This is an optimization exercise on Yosys and OpenROAD, whose aim is small area, a short achievable clock period and few clock cycles, not a production implementation.
RTL that was checked went through simulation tests only; none was proved equivalent to the original.
Function not checked in run 8: the RTL went through the layout flow alone.
No activity file was given, so power comes from the tool's default toggle rates.

## run.sh

```bash
#!/bin/bash
# synth_recipe.tcl (not shown) runs the flow's synth.tcl, then flattens the netlist and writes it again
# the make line also repeats each setting of config.mk as NAME=value (left out here)
make -C /OpenROAD-flow-scripts/flow DESIGN_CONFIG=/design/flow/config.mk WORK_HOME=/design/flow/orfs CLKGATE_MAP_FILE= SYNTH_SCRIPT=/design/flow/synth_recipe.tcl finish
```

## config.mk

```make
export PLATFORM = sky130hd
export DESIGN_NAME = mem_front_top
export DESIGN_NICKNAME = mem_front_top
export VERILOG_FILES = /design/flow/design.v
export SDC_FILE = /design/flow/constraint.sdc
export NUM_CORES = 4
export LEC_CHECK = 0
export CAP_MARGIN = 20
export CORE_MARGIN = 2
export CORE_UTILIZATION = 40
export SLEW_MARGIN = 20
```

## constraint.sdc

```tcl
create_clock -name core_clock -period 6.0 [get_ports {clock}]
set_input_delay 1.2000 -clock core_clock [delete_from_list [all_inputs] [get_ports {clock}]]
set_output_delay 1.2000 -clock core_clock [all_outputs]
set_load 0.01 [all_outputs]
```

## design.v

```verilog
`timescale 1ns/1ps
`default_nettype none
package mem_pkg;
  localparam int MEM_TAG_BITS     = 4;
  localparam int NUM_MEM_TAGS     = 1 << MEM_TAG_BITS;
  localparam int WORD_OFFSET_BITS = 3;   
  localparam int ICACHE_IDX_BITS  = 5;
  localparam int ICACHE_TAG_BITS  = 8;
  typedef enum logic [1:0] {
    BUS_NONE  = 2'h0,
    BUS_LOAD  = 2'h1,
    BUS_STORE = 2'h2
  } bus_command_e;
  typedef logic [MEM_TAG_BITS-1:0] mem_tag_t;   
  typedef logic [63:0]             addr_t;
  typedef logic [63:0]             word_t;
  typedef enum logic [0:0] {
    DATA_LOAD  = 1'b0,
    DATA_STORE = 1'b1
  } data_op_e;
  typedef struct packed {
    addr_t addr;
  } fetch_req_t;
  typedef struct packed {
    data_op_e op;
    addr_t    addr;
    word_t    data;
  } data_req_t;
  typedef struct packed {
    bus_command_e command;
    addr_t        addr;
    word_t        data;
  } bus_req_t;
  typedef struct packed {
    mem_tag_t response;   
    mem_tag_t tag;        
    word_t    data;
  } bus_rsp_t;
endpackage
`default_nettype wire
`timescale 1ns/1ps
`default_nettype none
module mem_front_top #(
  parameter int QUEUE_DEPTH = 4
) (
  input  logic         clock,
  input  logic         reset,
  input  logic         fetch_req,           
  input  logic [63:0]  fetch_addr,
  output logic         fetch_ack,
  output logic [63:0]  fetch_data,
  input  logic         data_req,            
  input  logic [128:0] data_cmd,            
  output logic         data_ack,
  output logic [63:0]  load_data,
  output logic [1:0]   proc2mem_command,
  output logic [63:0]  proc2mem_addr,
  output logic [63:0]  proc2mem_data,
  input  logic [3:0]   mem2proc_response,
  input  logic [3:0]   mem2proc_tag,
  input  logic [63:0]  mem2proc_data
);
  logic       f_pend;    
  logic [3:0] f_tag;
  logic       d_pend;    
  logic [3:0] d_tag;
  logic f_bid, d_bid, d_store, d_sel, accepted, f_ret, d_ret;
  assign d_store  = data_cmd[128];
  assign f_bid    = fetch_req && !f_pend;
  assign d_bid    = data_req && !d_pend;
  assign d_sel    = d_bid;                   
  assign accepted = (mem2proc_response != 4'd0);
  assign proc2mem_command = d_sel ? (d_store ? 2'd2 : 2'd1) : (f_bid ? 2'd1 : 2'd0);
  assign proc2mem_addr    = d_sel ? data_cmd[127:64] : fetch_addr;
  assign proc2mem_data    = data_cmd[63:0];
  assign f_ret = f_pend && (mem2proc_tag == f_tag);
  assign d_ret = d_pend && (mem2proc_tag == d_tag);
  assign fetch_ack  = f_ret;
  assign fetch_data = mem2proc_data;
  assign data_ack   = d_ret || (d_sel && d_store && accepted);
  assign load_data  = mem2proc_data;
  always_ff @(posedge clock) begin
    if (reset) begin
      f_pend <= 1'b0;
      d_pend <= 1'b0;
    end else begin
      if (f_ret) f_pend <= 1'b0;
      else if (!d_sel && f_bid && accepted) f_pend <= 1'b1;
      if (d_ret) d_pend <= 1'b0;
      else if (d_sel && !d_store && accepted) d_pend <= 1'b1;
    end
  end
  always_ff @(posedge clock) begin
    if (accepted) begin
      if (d_sel) d_tag <= mem2proc_response;
      else       f_tag <= mem2proc_response;
    end
  end
endmodule
`default_nettype wire
```

==> run notes, run 1 <==
Outcome:
- The flow did not finish.
- The stage at which the run stopped is I/O pin placement (3_2_place_iop).
- The first error in the log reads "[ERROR PPL-0024] Number of IO pins (529) exceeds maximum number of available positions (304). Increase the die perimeter from 345.70um to 719.44um".

Die:
- The height of the die is 86.4 um.
- The initial standard-cell utilization of the core is 40.7%.
- The floorplan has 30 rows.
- The width of the die is 86.4 um.

Yosys:
- For this run, asynchronously set or reset flops after synthesis account for 0%.
- Yosys mapped the design onto 18 distinct sky130hd cell types.
- The number of synthesized flops with an enable pin is 8.
- The cell with the most instances after synthesis is buf_4.
- By count the netlist is led by 194 x buf_4, 192 x nand2_1, 12 x buf_2, 8 x edfxtp_1, 8 x xor2_1.
- The synthesized design contains 10 register bits.
- The mean area per synthesized cell is 6.28 um^2.
- The count of warnings emitted by yosys is 1.
- The gate count of the mapped netlist is 433.
- The most instantiated flip-flop cell in the synthesis netlist is edfxtp_1.
- The post-synthesis cell type with the largest combined area is buf_4.
- Yosys attributes the largest share of cell area to buf_4 54%, nand2_1 27%, edfxtp_1 8.8%, xor2_1 2.6%, buf_2 2.2%.
- The cell area that synthesis handed to floorplanning was 2720 um^2.
- The share of the synthesized area in the top cell type is 53.6%.
- For this run, the register share of the synthesized area comes to 10.3%.
## cell families after synthesis
kind of cell	share of synthesized area, %
and+or+nand+nor	30.3
buffers and inverters	55.8
xor gates and xnor gates	2.58
DFF	10.3
AOI/OAI and AO/OA	1.01
Testbench counts, summed over its fixed seeds: cycles 24,903.
==> run 2: changes to the inputs <==
--- a/config.mk
+++ b/config.mk
@@ -8,4 +8,4 @@
 export CAP_MARGIN = 20
-export CORE_MARGIN = 2
-export CORE_UTILIZATION = 40
+export CORE_AREA = 5 5 195 195
+export DIE_AREA = 0 0 200 200
 export SLEW_MARGIN = 20
==> run 2 against run 1 <==
Now clean on timing, DRC and antenna. Synthesized area is the same. Synthesized cell count unchanged.
==> run notes, run 2 <==
Outcome:
- The run finished with no timing, DRC or antenna violations.

Cells and area:
- The most common cell after layout, fill and taps aside is clkdlybuf4s50_1.
- From synthesis to final layout, the design area changed by 45.8%.
- In the layout the commonest cells are 208 x clkdlybuf4s50_1, 192 x nand2_1, 8 x xor2_1, 8 x edfxtp_1.
- The utilization after layout is 11.1%.
- The share of cells above drive strength 1 is 2.04%.
- The number of nets in the layout is 712.
- The number of antenna diodes in the final layout is 0.
- The finished layout cell area is 3960 um^2.
- For this run, the number of standard cells in the final layout without fillers is 903.
- In the final layout, the registers with the most flip-flops are d_tag x4, f_tag x4.

Pwr:
- For this design the ratio of total power to cell area is 130 nW/um^2.
- The total leakage power is 1.59 nW.
- The largest voltage drop on the vdd net is 0.000127 V.
- Summing internal, switching and leakage power gives 0.516 mW.

Yosys:
- The multiplexer area fraction after synthesis is 0% (unchanged).
- In the synthesized netlist the dominant register cell turns out to be edfxtp_1.
- The post-synthesis compound-gate area fraction came to 1.01% (unchanged).
- The post-synthesis instance area is 2720 um^2 (unchanged).
- Among all cell types in the netlist, the one instantiated most often is buf_4.
- The number of synthesized flops with an enable pin was 8 (unchanged).
- The count of warnings emitted by yosys is 1 (unchanged).
- The count of different cell masters after synthesis is 18 (unchanged).
- The async set-or-reset flop fraction in the synthesized netlist is 0% (unchanged).
- The register bit total from synthesis came to 10 (unchanged).
- After synthesis, the cell types taking the most area are buf_4 54%, nand2_1 27%, edfxtp_1 8.8%, xor2_1 2.6%, buf_2 2.2%.
- The mean area per synthesized cell is 6.28 um^2 (unchanged).
- The sequential fraction of the synthesis area is 10.3% (unchanged).
- The basic-gate share of the synthesized area counting and, or, nand and nor cells came to 30.3% (unchanged).
- The commonest cells after synthesis are 194 x buf_4, 192 x nand2_1, 12 x buf_2, 8 x edfxtp_1, 8 x xor2_1.
- The share of the synthesized area in the top cell type is 53.6% (unchanged).
- The gate count of the mapped netlist is 433 (unchanged).
- The arithmetic-cell share of the synthesized area counting full adders, half adders and majority gates came to 0% (unchanged).
- The largest total area in the synthesized netlist belongs to buf_4.
- By area, the combinational part of the netlist is dominated by buffers and inverters.
- The parity-gate share of the synthesized area counting xor and xnor cells is 2.58% (unchanged).

STA:
- The number of pins exceeding their max-slew limit in the final report is 0.
- At the pin with the least slew margin, the transition time is 0.580 ns.
- Setup repair after global routing left no endpoint under its margin.
- The number of failing hold endpoints at the final stage is 0.
- The setup skew after layout is 0.000596 ns.
- The worst path needs 4.65 ns of the cycle, external delays included.
- Setup slack on the critical path of the routed design comes to 1.35 ns.
- Hold timing on the final database bottoms out at a slack of 0.500 ns.
- The number of setup violations in the final report is 0.
- Dividing the final minimum period by the clock period gives 77.4%.
- The setup total negative slack is 0 ns.
- Based on the critical path, the design can be clocked at up to 215 MHz.
- Measured against its own limit, the worst slew margin works out to 61.3%.

Placed design:
- The placed wire-length estimate after detailed placement is 14.9 mm.
- The last weighted congestion value of the routability-driven placer is 0.750.
- In this run the cell area measured after placement is 3880 um^2.
- The count of buffers added on input and output ports is 208.
- Including well taps, the total number of placed cells is 899.
- Before CTS, the worst setup slack after placement is 1.25 ns.

Job:
- The reported max-cap violation count is 0.

Global route:
- The largest net degree at the start of global routing is 37.
- For this run the aggregate overflow at the end of global routing stands at 0.
- In the global route stage, overall resource usage came out at 7.39%.
- The first global-routing pass estimated 20.2 mm of wire.
- The initial antenna violation count is 1.
- The number of global-route vias before repair is 2,656.

Die:
- The initial standard-cell utilization of the core is 7.64% (-33 points).
- The core area is 35,600 um^2.
- The floorplan step defined a die boundary enclosing 40,000 um^2.
- The site row count is 69 (+130%).
- The height of the die is 200 um (+130%).
- The width of the die is 200 um (+130%).
- The number of top-level pins is 529.

Clock tree:
- After clock tree synthesis, the clock-pin slew on the worst setup and hold paths is 0.04 ns.
- The cell sitting at the root of the clock tree is a clkbuf_16.
- The hold buffer count at cts is 0.
- For the worst-skew pair, the clock arrives at the later sink with an insertion delay of 0.24 ns.
- Buffers inserted during clock tree synthesis total 3.
- The CTS tree is built.
- Counting along the longest clock path gives a buffer depth of 2.
- The number of clock sinks is 10.
- The post-CTS setup buffer count is 0.
- The H-tree depth reported by CTS is 1.
- In this run, post-CTS repair resized a total of 0 instances.

Routing:
- For this run, design rule violations remaining after detail routing come to 0.
- The remaining antenna violation count is 0.
- The overall routed net length is 16.8 mm.
- Using the TritonRoute via totals, the vias-per-cell ratio works out to 2.78.
- The total via count in the routed design is 2,506.
- After the first detailed-routing iteration, the DRC count stood at 57.
- The first detailed-routing pass ran for 4 iterations.
- Dividing the detail-routed wire length by the instance count gives 18.6 um.

Worst setup path:
- The highest net fanout along the worst path is 33.
- The worst setup path is launched from an input port.
- Data on the critical path is required at its endpoint by 4.80 ns.
- The endpoint class of the critical path is an output port.
- The worst setup path is of the input port to output port kind.
- The worst endpoint data arrival time is 3.45 ns.

Hold path:
- The tightest min-delay check is of the flip-flop to flip-flop type.
run 2: report_power, final:
group	internal (mW)	switching [mW]	leakage (nW)
Sequential	0.0818	0.00266	0.0944
Combinational	0.184	0.131	1.46
Clock	0.0872	0.0299	0.0385
Total	0.353	0.163	1.59
run 2: kinds of logic after synthesis:
kind of cell    after synthesis
compound gates                4
xor+xnor                      8
buf+inv                     206
flops                        10
simple gates                205
run 2: layer usage:
layer  wire [um]  GRT usage, %  share of wire (%)  up-vias
li1            -             -                  -     1138
met1        3970          5.11                 24      998
met2        7800          12.5                 47      272
met3        3700          6.78                 22       98
met4        1300          5.26                7.8        0
met5           0         0.239                  0        -
run 2: worst paths after layout:
path | startpoint | endpoint | slack [ns] | depth (start not counted)
max | data_req | proc2mem_addr[45] | 1.35 | 6
min | f_pend | f_pend | 0.50 | 2
max reg2reg | d_pend | f_tag[3] | 4.50 | 2
min reg2reg | f_pend | f_pend | 0.50 | 2
run 2: layout make-up:
type                    instances  area (um^2)
clock buffers                   3         75.1
clock inverters                 1         3.75
fillers                      4171        31600
multi-input cells             217          922
flip-flops and latches         10          280
well taps                     461          577
repair buffers                211         2100
run 2: critical path: stages:
cell             delay, ns
clkdlybuf4s50_1       0.52
and2b_2               0.54
buf_4                 0.43
nand2_1               0.09
nand2_1               0.09
clkdlybuf4s50_1       0.55
==> run 3: changes to the inputs <==
==> flow/run.sh (new file) <==
#!/bin/bash
# The standard layout, with the smallest buffer on every port.
set -euo pipefail
export BUFFER_PORTS_ARGS="-buffer_cell sky130_fd_sc_hd__buf_1"
bash standard.sh > standard.log 2>&1
==> standard.sh (new file) <==
#!/bin/bash
# synth_recipe.tcl (not shown) runs the flow's synth.tcl, then flattens the netlist and writes it again
# the make line also repeats each setting of config.mk as NAME=value (left out here)
make -C /OpenROAD-flow-scripts/flow DESIGN_CONFIG=/design/flow/config.mk WORK_HOME=/design/flow/orfs CLKGATE_MAP_FILE= SYNTH_SCRIPT=/design/flow/synth_recipe.tcl "${@:-finish}"
removed: run.sh
==> run 3 against run 2 <==
Worst setup slack better by 0.82 ns. Critical endpoint is now proc2mem_addr[41]. Via count down 3.2%. Wire length down 7.3%. Combinational power down 39%. Non-clock buffer count unchanged. Register-to-register slack worse by 0.20 ns. Largest power group unchanged. Critical path type unchanged. Flip-flop and latch count unchanged. Synthesized area unchanged. Clock power about the same. Highest routed layer unchanged. Sequential share of layout area up 3.5 points. Critical path depth unchanged.
==> run notes, run 3 <==
Worst setup path:
- The highest net fanout along the worst path is 34 (+3.0%).
- Broken down by cell family, the worst path's largest delay share belongs to buffers and inverters.
- The critical-path cell with the highest stage delay is and2b_2.
- The required arrival time at the worst endpoint came to 4.80 ns (about the same).
- The critical path is of the input port to output port type.
- STA classifies the critical path startpoint as an input port.
- The worst reg-to-reg setup slack is 4.30 ns (-0.20 ns).
- STA classifies the critical path endpoint as an output port.
- The worst endpoint data arrival time is 2.63 ns (-0.82 ns).
- The largest incremental delay on the critical path is 0.50 ns (-0.05 ns).
- The endpoint of the worst register-to-register path is f_pend.
- The logic depth of the worst register-to-register path is 4 (+2).
- The buffers plus inverters on the worst setup path came to 3 (unchanged).
- The source of the worst register-to-register timing path is d_pend.
- Traced cell by cell, the critical path runs through buf_1 -> and2b_2 -> buf_4 -> nand2_1 -> nand2_1 -> buf_1.

STA:
- The number of pins exceeding their max-slew limit in the final report came to 0 (unchanged).
- The setup skew after layout was 0.00163 ns (+0.00104 ns).
- The clock period minus final worst setup slack is 3.83 ns (-0.821 ns).
- The minimum setup slack in the final design is 2.17 ns (+0.821 ns).
- Setup repair after global routing left no endpoint under its margin.
- The setup total negative slack is 0 ns (unchanged).
- The number of setup violations in the final report came to 0 (unchanged).
- The actual slew at the worst max-slew pin is 0.524 ns (-0.0562 ns).
- The number of failing hold endpoints at the final stage is 0 (unchanged).
- The worst slew slack as a fraction of its limit is 65.0% (+3.7 points).
- The fmax is 261 MHz (+21%).
- The final critical-path share of the clock period is 63.8% (-14 points).

Placed design:
- The number of buffers added on ports is 208 (unchanged).
- The last weighted congestion value of the routability-driven placer is 0.742 (-1.1%).
- The post-placement setup slack came to 2.10 ns (+0.852 ns).
- The placed wire-length estimate after detailed placement came to 14.0 mm (-5.6%).

Pwr:
- The switching part of the total power came to 39.8% (+8.1 points).
- The relative contribution of the clock network to total power is 29.7% (+7.0 points).
- The net switching power of the design was 0.156 mW (-4.4%).
- The combinational share of power is 48.9% (-12 points).
- The share of power burned in registers is 21.5% (+5.1 points).
- The largest voltage drop on the vdd net is 0.000165 V (+30%).
- The post-layout total power is 0.393 mW (-24%).
- The internal power summed over all cells is 0.237 mW (-33%).
- The total leakage power is 1.03 nW (-35%).
- The power per unit of standard cell area is 148 nW/um^2 (+13%).

Global route:
- The wire length of the first global-routing pass is 18.9 mm (-6.8%).
- met2 is the most crowded layer.
- The met3 demand-to-capacity share in global routing is 6.03% (-0.76 points).
- The number of global-route vias before repair is 2,566 (-3.4%).
- The total congestion overflow after global routing is 0 (unchanged).
- The initial antenna violation count is 1 (unchanged).
- The met1 layer usage reported by global route is 4.95% (-0.16 points).
- The overall track demand over capacity in global routing is 6.92% (-0.48 points).
- The met2 layer usage reported by global route came to 11.4% (-1.0 points).
- The largest net degree at the start of global routing is 38 (+2.7%).

Routing:
- The overall routed net length is 15.5 mm (-7.3%).
- The detailed-routing iteration count for the pre-antenna-repair pass is 4 (unchanged).
- The total via count in the routed design is 2,425 (-3.2%).
- The DRC violations left came to 0 (unchanged).
- The routed length per instance is 17.2 um (-7.3%).
- The violation count after the first detailed-routing iteration came to 70 (+23%).
- The via-per-instance ratio is 2.69 (-3.2%).
- The remaining antenna violation count was 0 (unchanged).

Hold path:
- The cell depth of the worst min-delay path is 2 (unchanged).
- For hold timing, the worst endpoint is f_pend.
- In this run the worst hold path is classified as flip-flop to flip-flop.
- The worst hold path begins at f_pend.

Yosys:
- In the post-synthesis netlist, the cell with the most instances is buf_4.
- The async set-or-reset flop fraction in the synthesized netlist is 0% (unchanged).
- The gate count of the mapped netlist came to 433 (unchanged).
- The count of different cell masters after synthesis is 18 (unchanged).
- The share of the synthesized area in the top cell type is 53.6% (unchanged).
- The register bit total from synthesis is 10 (unchanged).
- The post-synthesis instance area was 2720 um^2 (unchanged).
- The number of synthesized flops with an enable pin is 8 (unchanged).
- The sequential fraction of the synthesis area was 10.3% (unchanged).
- The count of warnings emitted by yosys is 1 (unchanged).
- The post-synthesis cell type with the largest combined area is buf_4.
- In the synthesized netlist, the cells that appear most often are 194 x buf_4, 192 x nand2_1, 12 x buf_2, 8 x edfxtp_1, 8 x xor2_1.
- The most instantiated flip-flop cell in the synthesis netlist is edfxtp_1.
- Ranked by total cell area, the synthesized netlist is headed by buf_4 54%, nand2_1 27%, edfxtp_1 8.8%, xor2_1 2.6%, buf_2 2.2%.
- The mean area per synthesized cell is 6.28 um^2 (unchanged).

Die:
- The core area is 35,600 um^2 (unchanged).
- The number of top-level pins is 529 (unchanged).
- The height of the die came to 200 um (unchanged).
- The initial standard-cell utilization of the core is 7.64% (unchanged).
- The area enclosed by the die boundary was 40,000 um^2 (unchanged).
- The site row count was 69 (unchanged).
- The width of the die is 200 um (unchanged).

Clock tree:
- The clock latency at the later pin of the worst-skew pair is 0.23 ns (about the same).
- The number of buffers inserted during clock tree synthesis is 3 (unchanged).
- The clock input transition at the sequential cells of the worst setup and hold paths is 0.04 ns (about the same).
- In this run the clock root is driven by a clkbuf_16.
- The CTS tree is built.
- The number of gates resized after cts was 0 (unchanged).
- The H-tree depth reported by CTS is 1 (unchanged).
- The buffer depth of the longest clock path is 2 (unchanged).
- The number of clock sinks is 10 (unchanged).
- The hold buffer count at cts was 0 (unchanged).
- The post-CTS setup buffer count was 0 (unchanged).

Job:
- The reported max-cap violation count is 0 (unchanged).

Cells and area:
- The share of cells above drive strength 1 is 2.04% (unchanged).
- The antenna cell count is 0 (unchanged).
- The most common cell after layout, fill and taps aside is buf_1.
- The number of inserted filler cells in the final layout is 4,276 (+2.5%).
- The largest registers in the layout are d_tag x4, f_tag x4.
- The area growth from synthesis to final layout is -2.07%.
- Leaving out fill and tap cells, the most frequent cells in the layout are 208 x buf_1, 192 x nand2_1, 8 x xor2_1, 8 x edfxtp_1.
- The number of nets in the layout is 712 (unchanged).

Outcome:
- The run finished with no timing, DRC or antenna violations.
==> run 3: cell types whose count changed in the layout (fill, tap and decap cells not counted) <==
cell	before	now
buf_1	0	208
clkdlybuf4s50_1	208	0
==> run 3: layer usage <==
layer / part of all wire, % / vias up
met1: 23 / 916
met4: 8.6 / 0
li1: - / 1135
met2: 46 / 274
met3: 23 / 100
met5: 0 / -
==> run 3: cell families after synthesis <==
logic type / count (synthesis) / share of synthesized area (%)
buf+inv: 206 / 55.8
simple gates: 205 / 30.3
flops: 10 / 10.3
xor+xnor: 8 / 2.58
compound gates: 4 / 1.01
==> run 3: worst max path at each step <==
| stage | cells after the start | to | from |
|---|---|---|---|
| 6_report | 6 | proc2mem_addr[41] | data_req |
| 5_1_grt | 6 | proc2mem_addr[52] | data_req |
| 4_1_cts | 6 | proc2mem_addr[34] | data_req |
| 3_5_place_dp | 6 | proc2mem_addr[34] | data_req |
| 3_3_place_gp | 6 | proc2mem_addr[52] | data_req |
| 2_1_floorplan | 3 | data_ack | mem2proc_response[1] |
==> run 3: final cells by class <==
| class | count | area [um^2] | area share [%] |
|---|---|---|---|
| multi-input cells | 217 | 922 | 34.6 |
| repair buffers | 211 | 803 | 30.2 |
| well taps | 461 | 577 | 21.7 |
| flip-flops and latches | 10 | 280 | 10.5 |
| clock buffers | 3 | 75.1 | 2.82 |
| clock inverters | 1 | 3.75 | 0.141 |
==> run 3: worst min-delay path, delay by kind of cell, from the launching register on <==
family           cells  cell delay, ns
AND/OR/NAND/NOR      1            0.07
flip-flops           1            0.31
AO/OA/AOI/OAI        1            0.06
==> run 3: stage by stage <==
stage	area, um^2	hold slack [ns]	instances	utilization [%]
floorplan	2720	0.457	433	-
global placement	2580	0.485	899	7.26
detailed placement	2580	0.492	899	7.26
CTS	2660	0.496	903	7.48
global route	2660	0.526	903	7.48
finish	2660	0.494	903	7.48
==> run 3: power by group through the flow <==
stage / Clock (mW) / Sequential (mW) / Combinational [mW]
3_3_place_gp: 0 / 0.0854 / 0.198
5_1_grt: 0.121 / 0.0851 / 0.221
3_5_place_dp: 0 / 0.0856 / 0.199
2_1_floorplan: 0 / 0.0849 / 0.233
4_1_cts: 0.118 / 0.0845 / 0.200
6_report: 0.117 / 0.0844 / 0.192
==> run 4: changes to the inputs <==
--- a/design.v
+++ b/design.v
@@ -59,5 +59,7 @@
   input  logic [3:0]   mem2proc_response,
-  input  logic [3:0]   mem2proc_tag,
-  input  logic [63:0]  mem2proc_data
+  input  logic [63:0]  mem2proc_data,
+  input  logic [3:0]   mem2proc_tag
 );
+  logic       own_f;     
+  logic       f_acked;   
   logic       f_pend;    
@@ -65,17 +67,17 @@
   logic       d_pend;    
-  logic [3:0] d_tag;
-  logic f_bid, d_bid, d_store, d_sel, accepted, f_ret, d_ret;
+  logic f_bid, d_bid, d_store, accepted, f_ret, d_ret;
   assign d_store  = data_cmd[128];
-  assign f_bid    = fetch_req && !f_pend;
-  assign d_bid    = data_req && !d_pend;
-  assign d_sel    = d_bid;                   
+  assign f_bid    = own_f && fetch_req && !f_pend;
+  assign d_bid    = !own_f && data_req && !d_pend;
   assign accepted = (mem2proc_response != 4'd0);
-  assign proc2mem_command = d_sel ? (d_store ? 2'd2 : 2'd1) : (f_bid ? 2'd1 : 2'd0);
-  assign proc2mem_addr    = d_sel ? data_cmd[127:64] : fetch_addr;
+  assign proc2mem_command = {d_bid && d_store, f_bid || (d_bid && !d_store)};
+  assign proc2mem_addr    = {data_cmd[127:80] & {48{!own_f}},
+                             own_f ? fetch_addr[15:3] : data_cmd[79:67],
+                             data_cmd[66:64]};
   assign proc2mem_data    = data_cmd[63:0];
   assign f_ret = f_pend && (mem2proc_tag == f_tag);
-  assign d_ret = d_pend && (mem2proc_tag == d_tag);
+  assign d_ret = d_pend && (mem2proc_tag != 4'd0) && !f_ret;
   assign fetch_ack  = f_ret;
   assign fetch_data = mem2proc_data;
-  assign data_ack   = d_ret || (d_sel && d_store && accepted);
+  assign data_ack   = d_ret || (d_bid && d_store && accepted);
   assign load_data  = mem2proc_data;
@@ -83,9 +85,13 @@
     if (reset) begin
-      f_pend <= 1'b0;
-      d_pend <= 1'b0;
+      own_f   <= 1'b0;
+      f_acked <= 1'b0;
+      f_pend  <= 1'b0;
+      d_pend  <= 1'b0;
     end else begin
+      own_f   <= f_acked || (fetch_req && !f_pend && !(f_bid && accepted) && !f_ret);
+      f_acked <= f_ret;
       if (f_ret) f_pend <= 1'b0;
-      else if (!d_sel && f_bid && accepted) f_pend <= 1'b1;
+      else if (f_bid && accepted) f_pend <= 1'b1;
       if (d_ret) d_pend <= 1'b0;
-      else if (d_sel && !d_store && accepted) d_pend <= 1'b1;
+      else if (d_bid && !d_store && accepted) d_pend <= 1'b1;
     end
@@ -93,6 +99,3 @@
   always_ff @(posedge clock) begin
-    if (accepted) begin
-      if (d_sel) d_tag <= mem2proc_response;
-      else       f_tag <= mem2proc_response;
-    end
+    if (f_bid && accepted) f_tag <= mem2proc_response;
   end
==> run 4 against run 3 <==
Still clean on timing, DRC and antenna. Sequential share of layout area shrank 0.85 points. Maximum frequency rose by 5.1%. Final cell count down 21%. Cell area shrank 22%. Worst setup slack better by 0.19 ns. Sequential power shrank 24%. Critical path depth is the same. Flip-flop and latch count shrank 2. Critical path type unchanged. Largest cell class unchanged.
==> run notes, run 4 <==
Routing:
- The detailed-routing iteration count for the pre-antenna-repair pass is 4 (unchanged).
- The remaining antenna violation count came to 0 (unchanged).
- The via-per-instance ratio is 2.26 (-16%).
- The violation count after the first detailed-routing iteration is 52 (-26%).
- The overall routed net length was 9.43 mm (-39%).
- The DRC violations left was 0 (unchanged).
- The total via count in the routed design came to 1,620 (-33%).
- The routed length per instance is 13.2 um (-24%).

Pwr:
- The total leakage power is 0.547 nW (-47%).
- The power per unit of standard cell area came to 138 nW/um^2 (-6.3%).
- The largest voltage drop on the vdd net is 0.000157 V (-5.0%).
- The post-layout total power came to 0.288 mW (-27%).

STA:
- Setup repair after global routing left no endpoint under its margin.
- The final critical-path share of the clock period was 60.7% (-3.1 points).
- The setup skew after layout was 0.00103 ns (-0.000600 ns).
- The fmax is 275 MHz (+5.1%).
- The worst slew slack as a fraction of its limit is 60.4% (-4.6 points).
- The number of pins exceeding their max-slew limit in the final report is 0 (unchanged).
- The clock period minus final worst setup slack was 3.64 ns (-0.186 ns).
- The actual slew at the worst max-slew pin is 0.594 ns (+0.0693 ns).
- The setup total negative slack came to 0 ns (unchanged).
- The minimum setup slack in the final design is 2.36 ns (+0.186 ns).
- The number of setup violations in the final report is 0 (unchanged).
- The number of failing hold endpoints at the final stage came to 0 (unchanged).

Yosys:
- The post-synthesis instance area is 2340 um^2 (-14%).
- The mean area per synthesized cell came to 7.76 um^2 (+24%).
- The commonest cells after synthesis are 195 x buf_4, 49 x nor2b_1, 13 x mux2_2, 7 x inv_1, 5 x clkbuf_1.
- The cell with the most instances after synthesis is buf_4.
- The gate count of the mapped netlist is 302 (-30%).
- The sequential fraction of the synthesis area is 8.55% (-1.8 points).
- The register bit total from synthesis was 8 (-2).
- The most instantiated flip-flop cell in the synthesis netlist is edfxtp_1.
- The number of synthesized flops with an enable pin is 4 (-4).
- The share of the synthesized area in the top cell type is 62.5% (+8.9 points).
- The post-synthesis cell type with the largest combined area is buf_4.
- The count of different cell masters after synthesis was 27 (+9).
- In the post-synthesis netlist, the biggest area contributors are buf_4 63%, nor2b_1 13%, mux2_2 6.3%, edfxtp_1 5.1%, dfxtp_1 3.4%.
- The async set-or-reset flop fraction in the synthesized netlist was 0% (unchanged).
- The count of warnings emitted by yosys is 1 (unchanged).

Global route:
- The initial antenna violation count is 0 (-1).
- The largest net degree at the start of global routing is 55 (+45%).
- The total congestion overflow after global routing is 0 (unchanged).
- The overall track demand over capacity in global routing came to 4.09% (-2.8 points).
- The wire length of the first global-routing pass is 11.5 mm (-39%).
- The number of global-route vias before repair is 1,721 (-33%).

Cells and area:
- In the layout the commonest cells are 151 x buf_1, 49 x nor2b_1, 13 x mux2_2.
- The most common cell after layout, fill and taps aside is buf_1.
- The register with the most flip-flops in the layout has 4 of them.
- The share of cells above drive strength 1 was 8.20% (+6.2 points).
- The register containing the most flip-flops in the final layout is f_tag.
- The antenna cell count is 0 (unchanged).
- The number of nets in the layout is 526 (-26%).
- The finished layout cell area is 2080 um^2 (-22%).
- From synthesis to final layout, the design area changed by -11.2%.
- The count of placed standard cells in the final layout, fillers left out was 717 (-21%).

Die:
- The initial standard-cell utilization of the core is 6.59% (-1.1 points).
- The area enclosed by the die boundary is 40,000 um^2 (unchanged).
- The site row count is 69 (unchanged).
- The width of the die is 200 um (unchanged).
- The core area is 35,600 um^2 (unchanged).
- The number of top-level pins was 529 (unchanged).
- The height of the die is 200 um (unchanged).

Worst setup path:
- The required arrival time at the worst endpoint was 4.80 ns (about the same).
- The worst setup path is of the input port to output port kind.
- The source of the worst register-to-register timing path is own_f.
- Tracing the worst setup path back leads to its startpoint at mem2proc_tag[1].
- The highest net fanout along the worst path is 4 (-88%).
- The worst endpoint data arrival time is 2.44 ns (-0.19 ns).
- The endpoint class of the critical path is an output port.
- The kind of start point of the critical path is an input port.

Clock tree:
- The buffer depth of the longest clock path was 2 (unchanged).
- The clock tree root driver cell is clkbuf_16.
- The number of buffers inserted during clock tree synthesis is 3 (unchanged).
- The post-CTS setup buffer count is 0 (unchanged).
- The H-tree depth reported by CTS is 1 (unchanged).
- The hold buffer count at cts is 0 (unchanged).
- TritonCTS built the clock tree.
- The number of gates resized after cts was 0 (unchanged).
- The clock latency at the later pin of the worst-skew pair is 0.23 ns (about the same).
- The clock input transition at the sequential cells of the worst setup and hold paths is 0.04 ns (about the same).
- The number of clock sinks is 8 (-2).

Hold path:
- The startpoint identified for the worst hold timing path is f_acked.
- The worst hold path belongs to the class flip-flop to flip-flop.

Placed design:
- The number of buffers added on ports is 151 (-27%).
- The post-placement setup slack is 2.38 ns (+0.278 ns).
- The placed wire-length estimate after detailed placement is 8.09 mm (-42%).
- The placed instance count is 713 (-21%).
- The last weighted congestion value of the routability-driven placer came to 0.713 (-4.0%).
- The post-place instance area was 2000 um^2 (-22%).

Job:
- The reported max-cap violation count is 0 (unchanged).

Outcome:
- The run finished with no timing, DRC or antenna violations.
## run 4: cell count changes in the layout (fill, tap and decap cells not counted), sizes merged, moves of 2 or more
cell	change
nand2	-191
inv	+7
and2	-2
nor2	+2
dfxtp	+2
xor2	-7
edfxtp	-4
mux2	+13
nor2b	+49
nand3	+2
buf	-59
## run 4: logic make-up after synthesis
| family | share of synthesized area [%] |
|---|---|
| AO/OA/AOI/OAI | 2.40 |
| buffers and inverters | 64.9 |
| AND/OR/NAND/NOR | 17.6 |
| multiplexers | 6.25 |
| XOR/XNOR | 0.374 |
| flip-flops | 8.55 |
## run 4: worst max-delay path, stage by stage
cell and delay, ns:
buf_1 0.14, inv_1 0.05, a222oi_1 0.39, nor3b_2 0.36, o32ai_1 0.14, buf_1 0.15
## run 4: area by class of cell
type | instances | area, um^2
Fill cell | 4234 | 33500
Sequential cell | 8 | 201
Tap cell | 461 | 577
Multi-Input combinational cell | 85 | 623
Inverter | 7 | 26.3
Timing Repair Buffer | 152 | 574
Clock buffer | 4 | 78.8
## run 4: final timing paths
kind | cells after the start | end | slack [ns]
max | 6 | data_ack | 2.36
min | 2 | own_f | 0.42
max reg2reg | 4 | own_f | 4.59
min reg2reg | 2 | own_f | 0.42
## run 4: report_power, final
group | total (mW) | switching (mW) | internal [mW] | leakage (nW)
Sequential | 0.0640 | 0.00394 | 0.0600 | 0.0695
Combinational | 0.111 | 0.0647 | 0.0459 | 0.440
Clock | 0.113 | 0.0248 | 0.0884 | 0.0382
## run 4: routing by layer
metal / GRT usage [%] / wire length, um / share of wire (%) / vias up
met1: 3.21 / 2380 / 25 / 637
met2: 4.93 / 3250 / 34 / 203
li1: - / - / - / 650
met5: 0 / 0 / 0 / -
met3: 3.76 / 2390 / 25 / 130
met4: 5.94 / 1410 / 15 / 0
## run 4: through the flow
| step | hold slack, ns | util, % |
|---|---|---|
| after floorplan | 0.405 | - |
| after global placement | 0.415 | 5.63 |
| after detailed placement | 0.420 | 5.63 |
| after CTS | 0.425 | 5.85 |
| after global routing | 0.452 | 5.85 |
| final | 0.422 | 5.85 |
Testbench counts of run 4, summed over its fixed seeds: cycles 24,588.
==> run 5: changes to the inputs <==
--- a/config.mk
+++ b/config.mk
@@ -7,5 +7,8 @@
 export LEC_CHECK = 0
+export ABC_CLOCK_PERIOD_IN_PS = 500
 export CAP_MARGIN = 20
 export CORE_AREA = 5 5 195 195
+export CTS_BUF_LIST = sky130_fd_sc_hd__clkbuf_2
 export DIE_AREA = 0 0 200 200
+export SETUP_SLACK_MARGIN = 3.0
 export SLEW_MARGIN = 20
==> run 5 against run 4 <==
Worst setup slack gained 0.18 ns. Worst hold slack better by 0.0037 ns. Synthesized area stayed put. Combinational power is essentially flat. Count of clock-buffer cells in the layout stayed put. Flip-flop and latch count unchanged. Non-clock buffer count up 2. Via count up 1.0%. Critical path depth shrank 1. Critical path type unchanged. Critical endpoint unchanged. Largest cell class unchanged.
==> run notes, run 5 <==
Outcome:
- The flow ran to the end and the layout has no timing, DRC or antenna violations.

Global route:
- The largest net degree at the start of global routing was 64 (+16%).
- The wire length of the first global-routing pass is 10.1 mm (-13%).
- The total congestion overflow after global routing came to 0 (unchanged).
- The initial antenna violation count was 1 (+1).
- The overall track demand over capacity in global routing came to 3.40% (-0.69 points).
- The number of global-route vias before repair came to 1,627 (-5.5%).

Clock tree:
- The clock input transition at the sequential cells of the worst setup and hold paths is 0.07 ns (+0.03 ns).
- The number of clock sinks is 8 (unchanged).
- The clock latency at the later pin of the worst-skew pair is 0.24 ns (about the same).
- The CTS tree is built.
- The buffer depth of the longest clock path was 2 (unchanged).
- The number of buffers inserted during clock tree synthesis was 3 (unchanged).
- The H-tree depth reported by CTS is 1 (unchanged).
- The cell sitting at the root of the clock tree is a clkbuf_2.

Die:
- The initial standard-cell utilization of the core is 6.59% (unchanged).
- The core area is 35,600 um^2 (unchanged).
- The number of top-level pins is 529 (unchanged).
- The area enclosed by the die boundary was 40,000 um^2 (unchanged).
- The width of the die is 200 um (unchanged).
- The site row count is 69 (unchanged).
- The height of the die is 200 um (unchanged).

Worst setup path:
- The required arrival time at the worst endpoint is 4.80 ns (about the same).
- The signal on the critical path passes through buf_6 -> a222oi_1 -> nor3b_4 -> o32ai_2 -> buf_2.
- The type of the setup path with the least slack is input port to output port.
- The worst endpoint data arrival time is 2.26 ns (-0.18 ns).
- STA classifies the critical path endpoint as an output port.
- STA classifies the critical path startpoint as an input port.
- The largest incremental delay on the critical path is 0.39 ns (about the same).
- The largest individual stage delay along the critical path comes from the cell a222oi_1.
- The buffers plus inverters on the worst setup path is 2 (-1).
- The highest net fanout along the worst path is 3 (-1).
- The kind of cell with the highest combined delay along the critical path is compound AO/OA/AOI/OAI gates.

Routing:
- The via-per-instance ratio is 2.27 (+0.63%).
- The detailed route wirelength on metal3 is 1.63 mm (-32%).
- The violation count after the first detailed-routing iteration is 67 (+29%).
- The total via count in the routed design is 1,637 (+1.0%).
- The DRC violations left is 0 (unchanged).
- The wire length on met2 was 2.96 mm (-9.0%).
- The remaining antenna violation count was 0 (unchanged).
- Signal routing reaches up to met4.
- The routed length per instance was 11.0 um (-16%).
- The met1 routed wirelength after detailed routing was 2.05 mm (-14%).
- The detailed-routing iteration count for the pre-antenna-repair pass came to 4 (unchanged).
- The overall routed net length is 7.92 mm (-16%).

Yosys:
- The count of warnings emitted by yosys was 1 (unchanged).
- The gate count of the mapped netlist is 302 (unchanged).
- The sequential fraction of the synthesis area is 8.55% (unchanged).
- The share of the synthesized area in the top cell type is 62.5% (unchanged).
- The count of different cell masters after synthesis came to 27 (unchanged).
- The async set-or-reset flop fraction in the synthesized netlist was 0% (unchanged).
- For this run, the leading register cell type out of synthesis is edfxtp_1.
- By count the netlist is led by 195 x buf_4, 49 x nor2b_1, 13 x mux2_2, 7 x inv_1, 5 x clkbuf_1.
- The post-synthesis instance area came to 2340 um^2 (unchanged).
- buf_4 takes more of the synthesized area than any other cell.
- The number of synthesized flops with an enable pin is 4 (unchanged).
- Sorting the synthesized cells by area gives the leading types as buf_4 63%, nor2b_1 13%, mux2_2 6.3%, edfxtp_1 5.1%, dfxtp_1 3.4%.
- The mean area per synthesized cell was 7.76 um^2 (unchanged).
- The register bit total from synthesis was 8 (unchanged).
- The cell with the most instances after synthesis is buf_4.

Placed design:
- The post-place instance area is 2020 um^2 (+1.1%).
- The last weighted congestion value of the routability-driven placer is 0.705 (-1.1%).
- The post-placement setup slack is 2.34 ns (-0.0371 ns).
- The number of buffers added on ports was 151 (unchanged).
- The placed wire-length estimate after detailed placement came to 6.70 mm (-17%).

Cells and area:
- The flip-flop count of the largest register, all copies and words added is 4 (unchanged).
- The most common cell after layout, fill and taps aside is buf_1.
- The share of cells above drive strength 1 was 12.0% (+3.8 points).
- The register cell area after layout is 201 um^2 (unchanged).
- The multi-input combinational cell area is 637 um^2 (+2.2%).
- The top cell types in the final layout, fill and taps aside, are 146 x buf_1, 49 x nor2b_1, 13 x mux2_2.
- The number of inserted filler cells in the final layout is 4,229 (-0.12%).
- The finished layout cell area is 2090 um^2 (+0.42%).
- The number of nets in the layout was 528 (+0.38%).
- Counting flops per register, the top entry is f_tag.
- The area growth from synthesis to final layout is -10.8%.

Pwr:
- The largest voltage drop on the vdd net is 0.000109 V (-30%).
- The power per unit of standard cell area was 101 nW/um^2 (-27%).
- The total leakage power is 0.567 nW (+3.7%).

STA:
- The number of pins exceeding their max-slew limit in the final report is 0 (unchanged).
- The number of setup violations in the final report came to 0 (unchanged).
- The fmax is 289 MHz (+5.2%).
- The clock period minus final worst setup slack is 3.46 ns (-0.179 ns).
- The minimum setup slack in the final design was 2.54 ns (+0.179 ns).
- Setup repair after global routing could not meet its margin everywhere.
- The actual slew at the worst max-slew pin was 0.505 ns (-0.0882 ns).
- The final critical-path share of the clock period came to 57.7% (-3.0 points).
- The worst slew slack as a fraction of its limit was 66.3% (+5.9 points).
- The setup total negative slack came to 0 ns (unchanged).
- The setup skew after layout is 0.00246 ns (+0.00143 ns).
- The number of failing hold endpoints at the final stage is 0 (unchanged).
- The final worst hold slack is 0.426 ns (+0.00367 ns).

Hold path:
- The class of the most critical hold timing path is flip-flop to flip-flop.

Job:
- The reported max-cap violation count is 0 (unchanged).
-- run 5: layout make-up --
| cell class | count | share of cell area (%) |
|---|---|---|
| clock buffers | 4 | 0.958 |
| diodes | 1 | 0.120 |
| inverters | 7 | 1.62 |
| multi-input cells | 85 | 30.5 |
| well taps | 461 | 27.6 |
| repair buffers | 154 | 29.6 |
| flip-flops and latches | 8 | 9.64 |
-- run 5: per-layer routing --
metal / GRT usage [%] / vias up
met5: 0 / -
met4: 5.56 / 0
met3: 2.35 / 103
met2: 4.30 / 182
met1: 2.71 / 695
li1: - / 657
-- run 5: cell families after synthesis --
logic type	synth area share, %
compound gates	2.40
simple gates	17.6
mux	6.25
flops	8.55
xor+xnor	0.374
buf+inv	64.9
-- run 5: report_power, final --
group / internal [mW] / switching [mW] / leakage (nW)
Combinational: 0.0485 / 0.0650 / 0.481
Clock: 0.0177 / 0.0184 / 0.0166
Sequential: 0.0596 / 0.00122 / 0.0695
-- run 5: stage by stage --
step | power (mW) | util (%) | std cells
2_1_floorplan | 0.254 | - | 302
3_3_place_gp | 0.172 | 5.69 | 713
3_5_place_dp | 0.174 | 5.69 | 713
4_1_cts | 0.211 | 5.83 | 718
5_1_grt | 0.224 | 5.87 | 720
6_report | 0.210 | 5.87 | 720
-- run 5: repair_timing --
action                                  in CTS  in global routing
endpoints found under the setup margin       3                  3
buffers inserted                             1                  1
resized for setup                            8                  2
hold buffers                                 0                  0
pin swaps                                    2                  2
-- run 5: path summary, 6_finish.rpt --
kind | end | cells past startpoint | slack (ns) | start
max | data_ack | 5 | 2.54 | mem2proc_tag[0]
min | own_f | 2 | 0.43 | f_acked
max reg2reg | f_acked | 5 | 4.48 | f_tag[1]
min reg2reg | own_f | 2 | 0.43 | f_acked
-- run 5: worst register-to-register path, stage by stage, from the launching register on --
cell	delay (ns)
edfxtp_1	0.40
a222oi_1	0.39
nor3b_4	0.29
buf_4	0.16
buf_4	0.10
nor2b_1	0.12
==> run 6: changes to the inputs <==
--- a/config.mk
+++ b/config.mk
@@ -7,3 +7,3 @@
 export LEC_CHECK = 0
-export ABC_CLOCK_PERIOD_IN_PS = 500
+export ABC_CLOCK_PERIOD_IN_PS = 1500
 export CAP_MARGIN = 20
@@ -12,3 +12,3 @@
 export DIE_AREA = 0 0 200 200
-export SETUP_SLACK_MARGIN = 3.0
+export SETUP_SLACK_MARGIN = 2.8
 export SLEW_MARGIN = 20
==> run 6 against run 5 <==
Still clean on timing, DRC and antenna. First-iteration DRC count is 46% lower. Worst hold slack about the same. Final cell count is the same. Combinational power barely moved. Die area is the same. Worst setup slack worse by 0.0036 ns. Count of clock-buffer cells in the layout stayed put. Maximum frequency is 0.10% lower. Register-to-register slack worse by 0.15 ns. Synthesized cell count did not move. Via count rose by 0.12%. Critical path type unchanged.
==> run notes, run 6 <==
Cells and area:
- Leaving out fill and tap cells, the most frequent cell in the layout is buf_1.
- More flip-flops sit in one register than any other, and that register is f_tag.
- In the layout the commonest cells are 147 x buf_1, 49 x nor2b_1, 13 x mux2_2.
- The count of placed standard cells in the final layout, fillers left out is 720 (unchanged).
- The flip-flop count of the largest register, all copies and words added is 4 (unchanged).
- The share of cells above drive strength 1 came to 11.6% (-0.39 points).
- The finished layout cell area is 2080 um^2 (-0.24%).
- The area growth from synthesis to layout is -11.0%.
- The number of nets in the layout is 528 (unchanged).

Die:
- The number of top-level pins is 529 (unchanged).
- The height of the die is 200 um (unchanged).
- The core area is 35,600 um^2 (unchanged).
- The site row count was 69 (unchanged).
- The width of the die is 200 um (unchanged).
- The area enclosed by the die boundary is 40,000 um^2 (unchanged).
- The initial standard-cell utilization of the core is 6.59% (unchanged).

Outcome:
- The run finished with no timing, DRC or antenna violations.

Pwr:
- The internal power summed over all cells is 0.125 mW (-0.32%).
- The share of power burned in registers is 29.1% (+0.2 points).
- The combinational share of power is 54.2% (+0.2 points).
- The largest voltage drop on the vdd net is 0.000108 V (-0.51%).
- The post-layout total power came to 0.209 mW (-0.66%).
- The total leakage power is 0.563 nW (-0.73%).
- The switching part of the total power is 40.0% (-0.20 points).
- The relative contribution of the clock network to total power was 16.8% (-0.3 points).
- The power per unit of standard cell area came to 100 nW/um^2 (-0.42%).
- The net switching power of the design is 0.0837 mW (-1.1%).

Global route:
- The largest net degree at the start of global routing is 64 (unchanged).
- The wire length of the first global-routing pass came to 10.1 mm (unchanged).
- The number of global-route vias before repair came to 1,627 (unchanged).
- The initial antenna violation count is 1 (unchanged).
- The overall track demand over capacity in global routing is 3.40% (unchanged).
- The total congestion overflow after global routing is 0 (unchanged).

Worst setup path:
- The largest incremental delay on the critical path is 0.39 ns (about the same).
- The most critical setup path has its startpoint at mem2proc_tag[0].
- The endpoint class of the critical path is an output port.
- The highest net fanout along the worst path is 3 (unchanged).
- The worst setup path is launched from an input port.
- In this run the critical register-to-register path is launched from own_f.
- The worst setup path is of the input port to output port kind.
- Walking the worst path, the cells encountered are buf_6 -> a222oi_1 -> nor3b_4 -> o32ai_2 -> buf_2.
- The logic depth of the worst register-to-register path is 5 (unchanged).
- The critical-path cell with the highest stage delay is a222oi_1.
- The worst endpoint data arrival time was 2.26 ns (about the same).
- The required arrival time at the worst endpoint is 4.80 ns (about the same).

STA:
- The setup skew after layout is 0.00165 ns (-0.000810 ns).
- The setup total negative slack was 0 ns (unchanged).
- The number of failing hold endpoints at the final stage was 0 (unchanged).
- Setup repair after global routing could not meet its margin everywhere.
- The final critical-path share of the clock period is 57.7% (+0.059 points).
- The number of setup violations in the final report is 0 (unchanged).
- The fmax came to 289 MHz (-0.10%).
- The actual slew at the worst max-slew pin is 0.691 ns (+0.185 ns).
- The worst slew slack as a fraction of its limit is 53.9% (-12 points).
- The number of pins exceeding their max-slew limit in the final report is 0 (unchanged).
- The clock period minus final worst setup slack is 3.46 ns (+0.00355 ns).

Yosys:
- The count of warnings emitted by yosys is 1 (unchanged).
- The count of different cell masters after synthesis is 27 (unchanged).
- The post-synthesis instance area is 2340 um^2 (unchanged).
- The number of synthesized flops with an enable pin is 4 (unchanged).
- Of all cell types, the one taking the most synthesized area is buf_4.
- The gate count of the mapped netlist was 302 (unchanged).
- The cell with the most instances after synthesis is buf_4.
- The register bit total from synthesis is 8 (unchanged).
- The sequential fraction of the synthesis area came to 8.55% (unchanged).
- The share of the synthesized area in the top cell type came to 62.5% (unchanged).
- In the synthesized netlist the dominant register cell turns out to be edfxtp_1.
- By count the netlist is led by 195 x buf_4, 49 x nor2b_1, 13 x mux2_2, 7 x inv_1, 5 x clkbuf_1.
- After synthesis, the cell types taking the most area are buf_4 63%, nor2b_1 13%, mux2_2 6.3%, edfxtp_1 5.1%, dfxtp_1 3.4%.
- The async set-or-reset flop fraction in the synthesized netlist is 0% (unchanged).
- The mean area per synthesized cell was 7.76 um^2 (unchanged).

Clock tree:
- The number of buffers inserted during clock tree synthesis is 3 (unchanged).
- The clock tree root driver cell is clkbuf_2.
- The number of clock sinks is 8 (unchanged).
- The hold buffer count at cts was 0 (unchanged).
- The buffer depth of the longest clock path is 2 (unchanged).
- TritonCTS built the clock tree.
- The clock input transition at the sequential cells of the worst setup and hold paths was 0.07 ns (about the same).
- The clock latency at the later pin of the worst-skew pair is 0.23 ns (about the same).
- The H-tree depth reported by CTS came to 1 (unchanged).

Hold path:
- The class of the most critical hold timing path is flip-flop to flip-flop.
- The cell depth of the worst min-delay path came to 2 (unchanged).
- The start point of the worst min-delay path is f_acked.

Placed design:
- The number of buffers added on ports came to 151 (unchanged).
- The post-place instance area is 2020 um^2 (unchanged).
- The placed instance count came to 713 (unchanged).
- The placed wire-length estimate after detailed placement came to 6.70 mm (unchanged).
- The last weighted congestion value of the routability-driven placer is 0.705 (unchanged).

Routing:
- The violation count after the first detailed-routing iteration came to 36 (-46%).
- The detailed route wirelength on metal3 was 1.64 mm (+0.43%).
- The DRC violations left is 0 (unchanged).
- The remaining antenna violation count is 0 (unchanged).
- The met1 routed wirelength after detailed routing came to 2.05 mm (about the same).
- The detailed-routing iteration count for the pre-antenna-repair pass came to 4 (unchanged).
- The overall routed net length is 7.92 mm (+0.11%).
- The uppermost layer routed is met4.
- The via-per-instance ratio is 2.28 (+0.12%).
- The total via count in the routed design was 1,639 (+0.12%).
- The routed length per instance is 11.0 um (+0.11%).
- The wire length on met2 is 2.96 mm (about the same).

Job:
- The reported max-cap violation count was 0 (unchanged).
[run 6: stage by stage]
| step | worst slack, ns | hold slack, ns | util, % |
|---|---|---|---|
| 2_1_floorplan | 2.76 | 0.405 | - |
| 5_1_grt | 2.49 | 0.436 | 5.86 |
| 3_3_place_gp | 2.36 | 0.411 | 5.69 |
| 6_report | 2.54 | 0.426 | 5.86 |
| 3_5_place_dp | 2.34 | 0.421 | 5.69 |
| 4_1_cts | 2.57 | 0.430 | 5.81 |
[run 6: power by group through the flow]
stage / Clock (mW) / Sequential (mW) / Combinational, mW
after global routing: 0.0383 / 0.0609 / 0.124
after CTS: 0.0362 / 0.0607 / 0.114
after detailed placement: 0 / 0.0620 / 0.112
after global placement: 0 / 0.0618 / 0.110
after floorplan: 0 / 0.0614 / 0.193
final: 0.0351 / 0.0607 / 0.113
[run 6: critical path: cells and delay by family]
kind / cells / cell delay, ns
simple gates: 1 / 0.29
buf+inv: 2 / 0.26
compound gates: 2 / 0.52
[run 6: area by class of cell]
class | count | area [um^2]
fill | 4230 | 33500
multi-input combinational | 85 | 637
clock buffer | 4 | 20.0
sequential | 8 | 201
tap | 461 | 577
timing repair buffer | 154 | 613
inverter | 7 | 33.8
antenna | 1 | 2.50
[run 6: routing by layer]
metal / up-vias / track usage [%]
li1: 658 / -
met2: 182 / 4.30
met3: 101 / 2.35
met4: 0 / 5.56
met5: - / 0
met1: 698 / 2.71
[run 6: logic make-up after synthesis]
family                 share of synthesized area, %
AO/OA/AOI/OAI                                  2.40
XOR/XNOR                                      0.374
flip-flops                                     8.55
buffers and inverters                          64.9
multiplexers                                   6.25
AND/OR/NAND/NOR                                17.6
[run 6: worst paths after layout]
kind,endpoint,slack (ns)
setup reg to reg,own_f,4.33
hold / removal,own_f,0.43
setup / recovery,data_ack,2.54
hold reg to reg,own_f,0.43
[run 6: timing repair]
action                     in CTS  in global routing
setup buffers                   1                  1
setup endpoints to repair       2                  2
pin swaps                       2                  2
gates resized for setup         7                  1
==> run 7: changes to the inputs <==
--- a/config.mk
+++ b/config.mk
@@ -7,3 +7,2 @@
 export LEC_CHECK = 0
-export ABC_CLOCK_PERIOD_IN_PS = 1500
 export CAP_MARGIN = 20
==> run 7 against run 6 <==
First-iteration DRC count is the same. Flip-flop and latch count did not move. Critical path depth is the same. Sequential share of layout area unchanged. Highest routed layer unchanged. Core utilization did not move. Synthesized cell count did not move. Non-clock buffer count unchanged. Clock power about the same. Final cell count did not move.
==> run notes, run 7 <==
Worst setup path:
- The required arrival time at the worst endpoint was 4.80 ns (about the same).
- The endpoint of the worst register-to-register path is own_f.
- The capture point of the critical path is data_ack.
- The startpoint of the most critical setup path is mem2proc_tag[0].
- The worst endpoint data arrival time is 2.26 ns (about the same).
- The highest net fanout along the worst path came to 3 (unchanged).
- The logic depth of the worst register-to-register path came to 5 (unchanged).
- The worst setup path is captured at an output port.
- The worst reg-to-reg setup slack is 4.33 ns (about the same).
- In this run the critical register-to-register path is launched from own_f.
- The critical path is of the input port to output port type.
- The kind of start point of the critical path is an input port.

Clock tree:
- The H-tree depth reported by CTS is 1 (unchanged).
- The hold buffer count at cts was 0 (unchanged).
- The clock input transition at the sequential cells of the worst setup and hold paths is 0.07 ns (about the same).
- TritonCTS built the clock tree.
- The root buffer cell chosen for the clock tree is clkbuf_2.
- The buffer depth of the longest clock path came to 2 (unchanged).
- The clock latency at the later pin of the worst-skew pair came to 0.23 ns (about the same).
- The number of clock sinks is 8 (unchanged).
- The number of buffers inserted during clock tree synthesis is 3 (unchanged).

Yosys:
- The register bit total from synthesis was 8 (unchanged).
- The share of the synthesized area in the top cell type is 62.5% (unchanged).
- The number of synthesized flops with an enable pin is 4 (unchanged).
- For this run, the leading register cell type out of synthesis is edfxtp_1.
- The mean area per synthesized cell was 7.76 um^2 (unchanged).
- The count of warnings emitted by yosys is 1 (unchanged).
- Sorting the synthesized cells by how often they occur yields 195 x buf_4, 49 x nor2b_1, 13 x mux2_2, 7 x inv_1, 5 x clkbuf_1.
- The gate count of the mapped netlist is 302 (unchanged).
- The async set-or-reset flop fraction in the synthesized netlist is 0% (unchanged).
- In the post-synthesis netlist, the biggest area contributors are buf_4 63%, nor2b_1 13%, mux2_2 6.3%, edfxtp_1 5.1%, dfxtp_1 3.4%.
- The post-synthesis instance area is 2340 um^2 (unchanged).
- The post-synthesis cell type with the largest combined area is buf_4.
- The sequential fraction of the synthesis area came to 8.55% (unchanged).
- By instance count, the leading cell after synthesis is buf_4.
- The count of different cell masters after synthesis was 27 (unchanged).

Placed design:
- The placed wire-length estimate after detailed placement was 6.70 mm (unchanged).
- The last weighted congestion value of the routability-driven placer is 0.705 (unchanged).
- The number of buffers added on ports came to 151 (unchanged).

Pwr:
- The largest voltage drop on the vdd net is 0.000108 V (unchanged).
- The post-layout total power is 0.209 mW (unchanged).
- The total leakage power is 0.563 nW (unchanged).
- The power per unit of standard cell area is 100 nW/um^2 (unchanged).

Outcome:
- The flow ran to the end and the layout has no timing, DRC or antenna violations.

STA:
- The worst slew slack as a fraction of its limit is 53.9% (unchanged).
- The number of failing hold endpoints at the final stage was 0 (unchanged).
- The actual slew at the worst max-slew pin is 0.691 ns (unchanged).
- The number of setup violations in the final report is 0 (unchanged).
- The fmax was 289 MHz (unchanged).
- Setup repair after global routing could not meet its margin everywhere.
- The setup total negative slack is 0 ns (unchanged).
- The number of pins exceeding their max-slew limit in the final report came to 0 (unchanged).
- The clock period minus final worst setup slack is 3.46 ns (unchanged).
- The setup skew after layout is 0.00165 ns (unchanged).
- The final critical-path share of the clock period is 57.7% (unchanged).

Die:
- The core area is 35,600 um^2 (unchanged).
- The area enclosed by the die boundary is 40,000 um^2 (unchanged).
- The width of the die is 200 um (unchanged).
- The site row count was 69 (unchanged).
- The initial standard-cell utilization of the core is 6.59% (unchanged).
- The height of the die came to 200 um (unchanged).
- The number of top-level pins was 529 (unchanged).

Routing:
- The routed length per instance is 11.0 um (unchanged).
- The DRC violations left is 0 (unchanged).
- The remaining antenna violation count is 0 (unchanged).
- The detailed-routing iteration count for the pre-antenna-repair pass is 4 (unchanged).
- The violation count after the first detailed-routing iteration is 36 (unchanged).
- The overall routed net length is 7.92 mm (unchanged).
- The via-per-instance ratio is 2.28 (unchanged).
- The total via count in the routed design was 1,639 (unchanged).

Cells and area:
- The area growth from synthesis to final layout is -11.0% (unchanged).
- The share of cells above drive strength 1 was 11.6% (unchanged).
- The register containing the most flip-flops in the final layout is f_tag.
- Leaving out fill and tap cells, the most frequent cells in the layout are 147 x buf_1, 49 x nor2b_1, 13 x mux2_2.
- The most common cell after layout, fill and taps aside is buf_1.
- The number of nets in the layout is 528 (unchanged).
- The flip-flop count of the largest register, all copies and words added is 4 (unchanged).

Global route:
- The overall track demand over capacity in global routing is 3.40% (unchanged).
- The initial antenna violation count is 1 (unchanged).
- The total congestion overflow after global routing is 0 (unchanged).
- The wire length of the first global-routing pass is 10.1 mm (unchanged).
- The largest net degree at the start of global routing is 64 (unchanged).
- The number of global-route vias before repair is 1,627 (unchanged).

Job:
- The reported max-cap violation count is 0 (unchanged).

Hold path:
- The worst hold path begins at f_acked.
- The class of the most critical hold timing path is flip-flop to flip-flop.
==> run 7: kinds of logic (layout without fill, tap and decap cells) <==
kind of cell | Yosys count | count (layout) | share of synthesized area, %
buffers and inverters | 209 | 165 | 64.9
and+or+nand+nor | 64 | 64 | 17.6
muxes | 13 | 13 | 6.25
DFF | 8 | 8 | 8.55
AOI/OAI and AO/OA | 7 | 7 | 2.40
xor gates and xnor gates | 1 | 1 | 0.374
other | 0 | 1 | 0
==> run 7: layout make-up <==
cell class | instances | area (um^2)
sequential | 8 | 201
inverter | 7 | 33.8
multi-input combinational | 85 | 637
antenna | 1 | 2.50
timing repair buffer | 154 | 613
tap | 461 | 577
clock buffer | 4 | 20.0
fill | 4230 | 33500
==> run 7: critical path, cell delays in order <==
cell	delay [ns]
buf_6	0.10
a222oi_1	0.39
nor3b_4	0.29
o32ai_2	0.13
buf_2	0.16
==> run 7: worst min-delay path by stage <==
stage                  to  slack, ns  depth (start not counted)
floorplan           own_f       0.40                          2
global placement    own_f       0.41                          2
detailed placement  own_f       0.42                          2
CTS                 own_f       0.43                          2
global route        own_f       0.44                          2
finish              own_f       0.43                          2
==> run 7: routing by layer <==
metal | track usage (%) | wire length [um]
met1 | 2.71 | 2050
met2 | 4.30 | 2960
met5 | 0 | 0
met3 | 2.35 | 1640
met4 | 5.56 | 1280
==> run 7: where the power goes <==
| group | total [mW] | switching [mW] | internal (mW) |
|---|---|---|---|
| registers | 0.0607 | 0.00115 | 0.0596 |
| logic | 0.113 | 0.0652 | 0.0481 |
| clock network | 0.0351 | 0.0174 | 0.0177 |
| total | 0.209 | 0.0837 | 0.125 |
==> run 7: metrics by stage <==
step / setup slack (ns) / instance area (um^2) / std cells / hold WS [ns] / utilization, %
2_1_floorplan: 2.76 / 2360 / 302 / 0.405 / -
6_report: 2.54 / 2080 / 720 / 0.426 / 5.86
5_1_grt: 2.49 / 2080 / 720 / 0.436 / 5.86
3_3_place_gp: 2.36 / 2020 / 713 / 0.411 / 5.69
4_1_cts: 2.57 / 2070 / 718 / 0.430 / 5.81
3_5_place_dp: 2.34 / 2020 / 713 / 0.421 / 5.69
==> run 7: repair_timing <==
item                       in CTS  in global routing
pin swaps                       2                  2
gates resized for setup         7                  1
hold endpoints to repair        0                  0
setup endpoints to repair       2                  2
buffers inserted                1                  1
==> run 8: changes to the inputs <==
--- a/design.v
+++ b/design.v
@@ -75,3 +75,3 @@
                              own_f ? fetch_addr[15:3] : data_cmd[79:67],
-                             data_cmd[66:64]};
+                             3'b000};
   assign proc2mem_data    = data_cmd[63:0];
--- a/config.mk
+++ b/config.mk
@@ -8,6 +8,6 @@
 export CAP_MARGIN = 20
-export CORE_AREA = 5 5 195 195
+export CORE_AREA = 5 5 180 180
 export CTS_BUF_LIST = sky130_fd_sc_hd__clkbuf_2
-export DIE_AREA = 0 0 200 200
-export SETUP_SLACK_MARGIN = 2.8
+export DIE_AREA = 0 0 185 185
+export SETUP_SLACK_MARGIN = 2.68
 export SLEW_MARGIN = 20
==> run 8 against run 7 <==
Global-route usage grew 0.81 points. Clock skew is essentially flat. First-iteration DRC count shrank 19%. Core utilization grew 1.0 points. Die area shrank 14%.
==> run notes, run 8 <==
Outcome:
- The flow ran to the end and the layout has no timing, DRC or antenna violations.

Clock tree:
- The number of clock sinks is 8 (unchanged).
- The H-tree depth reported by CTS is 1 (unchanged).
- Clock tree synthesis selected as its root buffer the cell clkbuf_2.
- The clock input transition at the sequential cells of the worst setup and hold paths is 0.08 ns (about the same).
- The number of buffers inserted during clock tree synthesis is 3 (unchanged).
- The clock latency at the later pin of the worst-skew pair was 0.23 ns (about the same).

STA:
- The setup total negative slack is 0 ns (unchanged).
- The setup skew after layout is 0.00142 ns (-0.000233 ns).
- The number of failing hold endpoints at the final stage is 0 (unchanged).
- The worst slew slack as a fraction of its limit is 54.9% (+0.95 points).
- The number of setup violations in the final report is 0 (unchanged).
- The minimum setup slack in the final design came to 2.50 ns (-0.0342 ns).
- The number of pins exceeding their max-slew limit in the final report was 0 (unchanged).
- The final worst hold slack was 0.441 ns (+0.0149 ns).
- The final critical-path share of the clock period is 58.3% (+0.57 points).

Worst setup path:
- The required arrival time at the worst endpoint came to 4.80 ns (about the same).
- The type of the setup path with the least slack is input port to output port.
- In this run the critical register-to-register path is launched from f_tag[0].
- The endpoint class of the critical path is an output port.
- For this design, the slowest cell found on the critical path is a222oi_1.
- The logic depth of the worst register-to-register path is 13 (+8).
- Walking the worst path, the cells encountered are buf_6 -> a222oi_1 -> buf_4 -> nor3b_4 -> o32ai_2 -> buf_2.
- The highest net fanout along the worst path is 3 (unchanged).
- The worst setup path is launched from an input port.
- The worst endpoint data arrival time was 2.30 ns (+0.04 ns).

Placed design:
- The last weighted congestion value of the routability-driven placer came to 0.674 (-4.4%).
- The post-placement setup slack is 2.35 ns (+0.00889 ns).
- The placed instance count is 651 (-8.7%).
- The placed wire-length estimate after detailed placement is 7.21 mm (+7.5%).

Cells and area:
- The area growth from synthesis to final layout is -10.8%.
- The flip-flop count of the largest register, all copies and words added is 4 (unchanged).
- The antenna cell count is 0 (-1).
- The share of cells above drive strength 1 is 15.4% (+3.8 points).
- The number of inserted filler cells in the final layout is 3,626 (-14%).
- Leaving out fill and tap cells, the most frequent cell in the layout is buf_1.
- The number of nets in the layout came to 542 (+2.7%).
- The utilization after layout came to 6.88% (+1.0 points).
- The library cells used most frequently in the layout, excluding fill and tap cells, are 147 x buf_1, 49 x nor2b_1, 14 x buf_4.

Die:
- The core area is 30,400 um^2 (-14%).
- The site row count is 64 (-7.2%).
- The initial standard-cell utilization of the core is 7.71% (+1.1 points).
- The area enclosed by the die boundary is 34,200 um^2 (-14%).
- The number of top-level pins is 529 (unchanged).
- The height of the die is 185 um (-7.5%).
- The width of the die is 185 um (-7.5%).

Pwr:
- The largest voltage drop on the vdd net is 0.0000785 V (-28%).
- The total leakage power is 0.627 nW (+11%).

Yosys:
- Ranked by total cell area, the synthesized netlist is headed by buf_4 62%, nor2b_1 13%, mux2_2 6.2%, edfxtp_1 5.1%, dfxtp_1 3.4%.
- The gate count of the mapped netlist came to 303 (+0.33%).
- The async set-or-reset flop fraction in the synthesized netlist was 0% (unchanged).
- The mean area per synthesized cell is 7.74 um^2 (-0.17%).
- Among all flip-flop cells after synthesis, the most frequent one is edfxtp_1.
- The post-synthesis cell type with the largest combined area is buf_4.
- The count of different cell masters after synthesis is 28 (+3.7%).
- Ranked by instance count, the synthesized netlist is headed by 195 x buf_4, 49 x nor2b_1, 13 x mux2_2, 7 x inv_1, 5 x clkbuf_1.
- The number of synthesized flops with an enable pin came to 4 (unchanged).
- The share of the synthesized area in the top cell type is 62.4% (-0.10 points).

Hold path:
- The class of the most critical hold timing path is flip-flop to flip-flop.
- The start point of the worst min-delay path is f_acked.
- The cell depth of the worst min-delay path was 2 (unchanged).

Global route:
- The initial antenna violation count came to 0 (-1).
- The total congestion overflow after global routing was 0 (unchanged).
- The wire length of the first global-routing pass is 10.7 mm (+6.6%).
- The overall track demand over capacity in global routing was 4.21% (+0.81 points).
- The largest net degree at the start of global routing is 64 (unchanged).

Routing:
- The overall routed net length is 8.59 mm (+8.4%).
- The via-per-instance ratio is 2.47 (+8.6%).
- The detailed-routing iteration count for the pre-antenna-repair pass is 6 (+2).
- The DRC violations left came to 0 (unchanged).

Job:
- The reported max-cap violation count came to 0 (unchanged).
## run 8: cell count changes after synthesis
cell,delta
conb_1,+1
## run 8: per-stage QoR
step	power (mW)	instance area, um^2
6_report	0.215	2090
4_1_cts	0.216	2070
2_1_floorplan	0.253	2350
3_5_place_dp	0.172	1930
5_1_grt	0.233	2090
3_3_place_gp	0.171	1930
## run 8: worst max-delay path: cells and delay by family
kind,cells,cell delay [ns]
AOI/OAI and AO/OA,2,0.44
and+or+nand+nor,1,0.23
buffers and inverters,3,0.43
## run 8: how the worst max path moves through the flow
stage	from	to	slack (ns)	cells past startpoint
2_1_floorplan	mem2proc_tag[0]	data_ack	2.73	3
4_1_cts	mem2proc_tag[0]	data_ack	2.46	5
3_5_place_dp	mem2proc_tag[1]	data_ack	2.35	6
6_report	mem2proc_tag[0]	data_ack	2.50	6
3_3_place_gp	mem2proc_tag[1]	data_ack	2.37	6
5_1_grt	mem2proc_tag[0]	data_ack	2.44	6
## run 8: final cells by class
class | count | area (um^2) | area share [%]
tap | 396 | 495 | 23.7
multi-input combinational | 88 | 654 | 31.3
timing repair buffer | 165 | 696 | 33.2
inverter | 7 | 26.3 | 1.26
clock buffer | 4 | 20.0 | 0.956
sequential | 8 | 201 | 9.62
## run 8: repair_timing
action | CTS | global route
resized for setup | 7 | 4
setup endpoints to repair | 2 | 2
pin swaps | 2 | 2
setup buffers | 12 | 1
## run 8: power breakdown
| group | switching (mW) | internal [mW] | leakage [nW] |
|---|---|---|---|
| logic | 0.0654 | 0.0534 | 0.541 |
| registers | 0.00106 | 0.0595 | 0.0695 |
| clock network | 0.0181 | 0.0177 | 0.0166 |
## run 8: kinds of logic after synthesis
kind of cell	share of synthesized area, %
buffers and inverters	64.7
AND/OR/NAND/NOR	17.5
multiplexers	6.24
flip-flops	8.53
AO/OA/AOI/OAI	2.40
XOR/XNOR	0.373
other	0.160
## run 8: metal layers
metal  GRT usage [%]  up-vias  wire length (um)
met5               0        -                 0
met4            4.76        0               889
met3            3.93       92              1950
met2            5.99      213              3720
met1            3.06      665              2040
li1                -      681                 -

Re-timed with assumed drivers on the ports (clkbuf_16 on the clock, buf_2 on other inputs), run 8 has 2.450 ns of setup slack against 2.502 ns with ideal ports, and 2.450 ns once port delays also move by the mid clock arrival of 0.246 ns.
